From an optimization exercise on the open Yosys and OpenROAD flow, aimed at small area, a short achievable clock period and few clock cycles per item; shortcuts taken in it are not production practice. Where RTL was checked, it was by simulation tests only, not by an equivalence proof against the original.

==> flow/design.v (excerpt) <==
module barometer_pressure_compensation_unit (
    input  wire logic        clk,
    input  wire logic        rst_n,
    input  wire logic        s_tvalid,
    output logic             s_tready,
    input  wire logic [23:0] s_tdata,
    output logic             m_tvalid,
    input  wire logic        m_tready,
    output logic [23:0]      m_tdata,
    output logic [0:0]       m_tuser,
    input  wire logic        cfg_we,
    input  wire logic [bpc_pkg::CFG_ADDR_BITS-1:0] cfg_addr,
    input  wire logic [bpc_pkg::COEF_BITS-1:0]     cfg_wdata
);
For scale: about 3000 cells after synthesis, roughly 74 I/O pins, about 29000 um2 of cells after synthesis.
Settings: LEC_CHECK=0, ABC_AREA=1, CAP_MARGIN=20, CORE_MARGIN=2, CORE_UTILIZATION=40, CTS_BUF_LIST=sky130_fd_sc_hd__clkbuf_4, GPL_ROUTABILITY_DRIVEN=0, SETUP_SLACK_MARGIN=2.5, SLEW_MARGIN=20; clock period 7.5 ns.
standard.sh (not shown) runs the stock make flow with config.mk's settings and CLKGATE_MAP_FILE= SYNTH_SCRIPT=/design/flow/synth_recipe.tcl, a recipe that flattens the netlist after the stock synthesis.
==> flow/flow/run.sh <==
#!/bin/bash
# The standard layout, with one step added between synthesis and floorplan.
# polarity.py rewrites the synthesized netlist without changing its function:
#  - a full adder complements both outputs when its three inputs are
#    complemented, so each fa cell takes its inputs in whichever polarity needs
#    fewer inverters; a half adder whose inputs are both wanted complemented
#    is rebuilt as an xor2 and a nor2 of those complements;
#  - each fa cell's latest-arriving input goes to its carry-input pin, the
#    fastest of the three (the cell is symmetric in them).
# Registers and every other step are the standard flow's, except that the
# ports are buffered with buf_2 cells (BUFFER_PORTS_ARGS) rather than the slow
# delay-buffer cell the resizer picks. Each tool's output is logged here.
set -euo pipefail
res=orfs/results/${FLOW_PLATFORM}/barometer_pressure_compensation_unit/base
bash standard.sh synth > standard_synth.log 2>&1
cp "$res/1_2_yosys.v" synth_netlist.v
python3 flow/polarity.py synth_netlist.v "$res/1_2_yosys.v" > polarity.log 2>&1
touch "$res/1_2_yosys.v"
bash standard.sh "BUFFER_PORTS_ARGS=-buffer_cell sky130_fd_sc_hd__buf_2" finish > standard_finish.log 2>&1
Other scripts of this flow, unchanged in this note and not shown: flow/flow/polarity.py
The first run passed the timing, design-rule and antenna checks.
Edit:
--- a/flow/design.v
+++ b/flow/design.v
@@ -40,27 +40,27 @@
     logic [3:0]  ok_reg;
     logic        a0_ok, b1_ok, b2_ok, c12_ok;
     logic [15:0] a0_g, b1_g;
     logic [3:0]  vld;
     logic        en;
     logic [9:0]  p1_reg, t1_reg;
     logic [3:0]  tk_next, tk2_reg;
     logic [11:0] temp_next;
     logic [25:0] x_next, x2_reg;
     logic [27:0] y_next, y2_reg;
     logic [9:0]  p2_reg, t2_reg;
-    logic [14:0]  lo_sum;
+    logic [16:0]  lo_sum;
     logic        c3_reg;
-    logic [30-1:0] ra3_reg, rb3_reg;
+    logic [28-1:0] ra3_reg, rb3_reg;
     logic [11:0] temp3_reg;
-    logic [30-1:0] s_full;
+    logic [28-1:0] s_full;
     logic [25:0] v;
     logic        clip_lo4_reg, clip_hi4_reg;
     logic [12:0] hl;
     logic [11:0] h4_reg;
     logic [2:0]  g4_reg;
     logic        c4_reg;
     logic [11:0] temp4_reg;
     logic [12:0] q2;
     logic [11:0] pres;
     assign en       = !vld[3] || m_tready;
     assign s_tready = en;
@@ -1240,50 +1240,50 @@
     wire tc_s78, tc_c78;
     assign {tc_c78, tc_s78} = {1'b0, tb_rb[37]} + {1'b0, tc_c75} + {1'b0, tc_s77};
     wire [43:0] tc_ra = {tc_c76, tc_c74, tc_c72, tc_c70, tc_c68, tc_c66, tc_c64, tc_c62, tc_c60, tc_c58, tc_c56, tc_c54, tc_c52, tc_c50, tc_c48, tc_c46, tc_c44, tc_c42, tc_c40, tc_c38, tc_c36, tc_c34, tc_c32, tc_c30, tc_c28, tc_c26, tc_c24, tc_c22, tc_c20, tc_c18, tc_c16, tc_c14, tc_c12, tb_ra[10], tc_c8, tc_c6, tc_c4, tc_s4, tb_ra[5], tb_ra[4], tb_rb[3], tb_ra[2], tb_ra[1], tb_ra[0]};
     wire [43:0] tc_rb = {tc_s78, tc_s76, tc_s74, tc_s72, tc_s70, tc_s68, tc_s66, tc_s64, tc_s62, tc_s60, tc_s58, tc_s56, tc_s54, tc_s52, tc_s50, tc_s48, tc_s46, tc_s44, tc_s42, tc_s40, tc_s38, tc_s36, tc_s34, tc_s32, tc_s30, tc_s28, tc_s26, tc_s24, tc_s22, tc_s20, tc_s18, tc_s16, tc_s14, tc_s12, tc_s10, tc_s8, tc_s6, 1'b0, tc_s2, tc_s1, tc_s0, tb_rb[2], tb_rb[1], tb_rb[0]};
     assign x_next = ta_ra + ta_rb;
     assign y_next = ty_ra + ty_rb;
     assign tk_next = 4'(t1_reg >= 10'd17)  + 4'(t1_reg >= 10'd124) + 4'(t1_reg >= 10'd231)
                    + 4'(t1_reg >= 10'd338) + 4'(t1_reg >= 10'd445) + 4'(t1_reg >= 10'd552)
                    + 4'(t1_reg >= 10'd659) + 4'(t1_reg >= 10'd766) + 4'(t1_reg >= 10'd873)
                    + 4'(t1_reg >= 10'd980);
     assign temp_next = bpc_pkg::T_BASE + 12'(tk2_reg) - 12'(t2_reg) - 12'({t2_reg, 1'b0});
-    assign lo_sum = {1'b0, tc_ra[14-1:0]} + {1'b0, tc_rb[14-1:0]};
-    assign s_full = ra3_reg + rb3_reg + 30'(c3_reg);
-    assign v      = s_full[30-1:4];
+    assign lo_sum = {1'b0, tc_ra[16-1:0]} + {1'b0, tc_rb[16-1:0]};
+    assign s_full = ra3_reg + rb3_reg + 28'(c3_reg);
+    assign v      = s_full[28-1:2];
     assign hl     = 13'(v[21:10]) + 13'(v[9:0]);
     always_comb
     begin
         q2 = {h4_reg, 1'b1} + {9'd0, g4_reg, c4_reg};
         if (clip_lo4_reg)
             pres = 12'd0;
         else if (clip_hi4_reg)
             pres = 12'd4095;
         else
             pres = q2[12:1];
     end
     always_ff @(posedge clk)
     begin
         if (en)
         begin
             p1_reg       <= s_tdata[9:0];
             t1_reg       <= s_tdata[19:10];
             x2_reg       <= x_next;
             y2_reg       <= y_next;
             p2_reg       <= p1_reg;
             t2_reg       <= t1_reg;
             tk2_reg      <= tk_next;
-            c3_reg       <= lo_sum[14];
-            ra3_reg      <= tc_ra[43:14];
-            rb3_reg      <= tc_rb[43:14];
+            c3_reg       <= lo_sum[16];
+            ra3_reg      <= tc_ra[43:16];
+            rb3_reg      <= tc_rb[43:16];
             temp3_reg    <= temp_next;
             clip_lo4_reg <= v[25];
             clip_hi4_reg <= !v[25] && ((|v[24:22]) || (&v[21:12]));
             h4_reg       <= v[21:10];
             g4_reg       <= hl[12:10];
             c4_reg       <= (&hl[9:3]) && (4'(hl[2:0]) + 4'(hl[12:10]) >= 4'd7);
             temp4_reg    <= temp3_reg;
         end
     end
 endmodule
 `default_nettype wire
=> Worst setup slack gets worse by 21 ps. Design area shrinks by 1.9%. Clock-buffer cell count grows by 2. Die area shrinks by 1.0%. Via count shrinks by 1.8%. Core utilization shrinks by 0.63 points. Wire length shrinks by 1.5%. Global-route usage shrinks by 0.11 points. Sequential share of layout area grows by 0.14 points.
Testbench counts after the change, summed over its fixed seeds: cycles 12,032, items 12,000.
The RTL of the first run of this note was laid out without a check of its function.

========
Another version of the RTL of barometer_pressure_compensation_unit (not shown whole).
For scale: roughly 2800 cells after synthesis, about 290 flip-flops, ~74 I/O pins, about 30000 um^2 of cells after synthesis.
==> flow/config.mk <==
export PLATFORM = sky130hd
export DESIGN_NAME = barometer_pressure_compensation_unit
export DESIGN_NICKNAME = barometer_pressure_compensation_unit
export VERILOG_FILES = /design/flow/design.v
export SDC_FILE = /design/flow/constraint.sdc
export NUM_CORES = 4
export LEC_CHECK = 0
export CAP_MARGIN = 20
export CORE_MARGIN = 2
export CORE_UTILIZATION = 40
export SETUP_SLACK_MARGIN = 2.5
export SLEW_MARGIN = 20
==> flow/constraint.sdc <==
create_clock -name core_clock -period 7.5 [get_ports {clk}]
set_input_delay 1.5000 -clock core_clock [delete_from_list [all_inputs] [get_ports {clk}]]
set_output_delay 1.5000 -clock core_clock [all_outputs]
set_load 0.01 [all_outputs]
run.sh (not shown) runs the stock make flow with config.mk's settings and CLKGATE_MAP_FILE= SYNTH_SCRIPT=/design/flow/synth_recipe.tcl, a recipe that flattens the netlist after the stock synthesis.
Stock flow here: none of the scripts above is used.
Testbench counts at the start, summed over its fixed seeds: cycles 12,032, items 12,000.
==> next run, changes <==
--- a/flow/design.v
+++ b/flow/design.v
@@ -35,43 +35,41 @@
     logic signed [15:0] b1_reg;
     logic signed [15:0] b2_reg;
     logic signed [13:0] c12_reg;
     logic signed [17:0] b2x3_reg;     
     logic signed [15:0] c12x3_reg;    
     logic [3:0]  ok_reg;
     logic        a0_ok, b1_ok, b2_ok, c12_ok;
     logic [15:0] a0_g, b1_g;
     logic [3:0]  vld;
     logic        en;
     logic [9:0]  p1_reg, t1_reg;
     logic [3:0]  tk_next, tk2_reg;
-    logic [11:0] temp_next;
     logic [25:0] x_next, x2_reg;
     logic [27:0] y_next, y2_reg;
     logic [9:0]  p2_reg, t2_reg;
-    logic [16:0]  lo_sum;
+    logic [11:0] temp_next;
+    logic [12:0]  lo_sum;
     logic        c3_reg;
-    logic [28-1:0] ra3_reg, rb3_reg;
+    logic [32-1:0] ra3_reg, rb3_reg;
     logic [11:0] temp3_reg;
-    logic [28-1:0] s_full;
+    logic [32-1:0] s_full;
     logic [25:0] v;
     logic        clip_lo4_reg, clip_hi4_reg;
-    logic [12:0] hl;
     logic [11:0] h4_reg;
-    logic [2:0]  g4_reg;
-    logic        r4_ones_reg;
-    logic [2:0]  r4_low_reg;
+    logic [12:0] hl4_reg;
     logic [11:0] temp4_reg;
+    logic [2:0]  g;
+    logic [9:0]  r;
     logic        c;
-    logic [12:0] q2;
     logic [11:0] pres;
     assign en       = !vld[3] || m_tready;
     assign s_tready = en;
     assign m_tvalid = vld[3];
     assign m_tdata  = {temp4_reg, pres};
     assign m_tuser  = clip_lo4_reg || clip_hi4_reg;
     always_ff @(posedge clk or negedge rst_n)
     begin
         if (!rst_n)
             ok_reg <= '0;
         else if (cfg_we)
             ok_reg[cfg_addr] <= 1'b1;
@@ -1233,53 +1231,51 @@
     assign {tc_c100, tc_s100} = {1'b0, tb_rb[37]} + {1'b0, tc_c96} + {1'b0, tc_s99};
     wire tc_s101, tc_c101;
     assign {tc_c101, tc_s101} = {1'b0, tc_c97} + {1'b0, tc_s100};
     wire [43:0] tc_ra = {tc_c98, tc_s98, tc_c92, tc_c89, tc_s89, tc_c83, tc_c80, tc_c77, tc_c74, tc_s74, tc_c68, tc_c65, tc_c62, tc_c59, tc_c56, tc_c53, tc_c50, tc_s50, tc_c44, tc_c41, tc_c38, tc_c35, tc_c32, tc_c29, tc_c26, tc_c23, tc_s23, tc_c18, tc_c16, tc_c14, tc_c12, tc_c10, tc_c8, tb_ra[10], tc_c4, tc_c2, tc_s2, tb_ra[6], tb_ra[5], tb_ra[4], tb_ra[3], tb_ra[2], tb_ra[1], tb_ra[0]};
     wire [43:0] tc_rb = {tc_s101, 1'b0, tc_s95, tc_s92, 1'b0, tc_s86, tc_s83, tc_s80, tc_s77, 1'b0, tc_s71, tc_s68, tc_s65, tc_s62, tc_s59, tc_s56, tc_s53, 1'b0, tc_s47, tc_s44, tc_s41, tc_s38, tc_s35, tc_s32, tc_s29, tc_s26, 1'b0, tc_s20, tc_s18, tc_s16, tc_s14, tc_s12, tc_s10, tc_s8, tc_s6, tc_s4, 1'b0, tc_s0, tb_rb[5], tb_rb[4], tb_rb[3], tb_rb[2], tb_rb[1], tb_rb[0]};
     assign x_next = ta_ra + ta_rb;
     assign y_next = ty_ra + ty_rb;
     assign tk_next = 4'(t1_reg >= 10'd17)  + 4'(t1_reg >= 10'd124) + 4'(t1_reg >= 10'd231)
                    + 4'(t1_reg >= 10'd338) + 4'(t1_reg >= 10'd445) + 4'(t1_reg >= 10'd552)
                    + 4'(t1_reg >= 10'd659) + 4'(t1_reg >= 10'd766) + 4'(t1_reg >= 10'd873)
                    + 4'(t1_reg >= 10'd980);
     assign temp_next = bpc_pkg::T_BASE + 12'(tk2_reg) - 12'(t2_reg) - 12'({t2_reg, 1'b0});
-    assign lo_sum = {1'b0, tc_ra[16-1:0]} + {1'b0, tc_rb[16-1:0]};
-    assign s_full = ra3_reg + rb3_reg + 28'(c3_reg);
-    assign v      = s_full[28-1:2];
-    assign hl     = 13'(v[21:10]) + 13'(v[9:0]);
+    assign lo_sum = {1'b0, tc_ra[12-1:0]} + {1'b0, tc_rb[12-1:0]};
+    assign s_full = ra3_reg + rb3_reg + 32'(c3_reg);
+    assign v      = s_full[32-1:6];
     always_comb
     begin
-        c  = r4_ones_reg && (4'(r4_low_reg) + 4'(g4_reg) >= 4'd7);
-        q2 = {h4_reg, 1'b1} + {9'd0, g4_reg, c};
+        g = hl4_reg[12:10];
+        r = hl4_reg[9:0];
+        c = (&r[9:3]) && (4'(r[2:0]) + 4'(g) >= 4'd7);
         if (clip_lo4_reg)
             pres = 12'd0;
         else if (clip_hi4_reg)
             pres = 12'd4095;
         else
-            pres = q2[12:1];
+            pres = h4_reg + 12'(g) + 12'(c);
     end
     always_ff @(posedge clk)
     begin
         if (en)
         begin
             p1_reg       <= s_tdata[9:0];
             t1_reg       <= s_tdata[19:10];
             x2_reg       <= x_next;
             y2_reg       <= y_next;
             p2_reg       <= p1_reg;
             t2_reg       <= t1_reg;
             tk2_reg      <= tk_next;
-            c3_reg       <= lo_sum[16];
-            ra3_reg      <= tc_ra[43:16];
-            rb3_reg      <= tc_rb[43:16];
+            c3_reg       <= lo_sum[12];
+            ra3_reg      <= tc_ra[43:12];
+            rb3_reg      <= tc_rb[43:12];
             temp3_reg    <= temp_next;
             clip_lo4_reg <= v[25];
             clip_hi4_reg <= !v[25] && ((|v[24:22]) || (&v[21:12]));
             h4_reg       <= v[21:10];
-            g4_reg       <= hl[12:10];
-            r4_ones_reg  <= &hl[9:3];
-            r4_low_reg   <= hl[2:0];
+            hl4_reg      <= 13'(v[21:10]) + 13'(v[9:0]);
             temp4_reg    <= temp3_reg;
         end
     end
 endmodule
 `default_nettype wire
Effect:
- worst setup slack gets better by 8.6 ps
- area after synthesis came out higher by 1.7%
- fmax stays flat
- routed wire length came out lower by 1.3%
- global-route usage barely changes
- worst hold slack hardly moves
- final cell count came out higher by 1.5%
- sequential cell count came out higher by 14
- critical path depth came out higher by 3
- cell area came out higher by 1.8%
No functional check of the RTL was part of the second run of this note.

re-timing with driven ports:
Ports are ideal in the flow. The routed layouts listed here were re-timed in OpenROAD.
Step 1 sets driving cells, clkbuf_16 on the clock port and buf_2 on the other inputs (assumed; they add their load-dependent delay and slew).
Step 2 also shifts input and output timing later by t, the mid clock arrival at the registers, as if the neighbouring blocks saw the same clock.
Slacks: ideal / step 1 / step 2; pairs: ideal / step 1.
run | t, ns | setup WS [ns] | worst hold slack (ns) | latest minus earliest clock arrival (ns)
the first run of note 1 | 0.880 | 2.641 / 2.641 / 2.641 | 0.399 / 0.399 / 0.399 | 0.084 / 0.084
the second run of note 1 | 0.915 | 2.620 / 2.620 / 2.620 | 0.405 / 0.405 / 0.405 | 0.090 / 0.090
the first run of note 2 | 0.632 | 2.371 / 2.371 / 2.232 | 0.419 / 0.419 / 0.419 | 0.032 / 0.032
the second run of note 2 | 0.635 | 2.380 / 2.374 / 2.380 | 0.417 / 0.417 / 0.417 | 0.017 / 0.017
After both steps setup and hold are still met in every run listed. For the first run of note 2, which loses most, drivers alone change the setup slack by 0.000 ns; drivers and shift together by -0.139 ns.
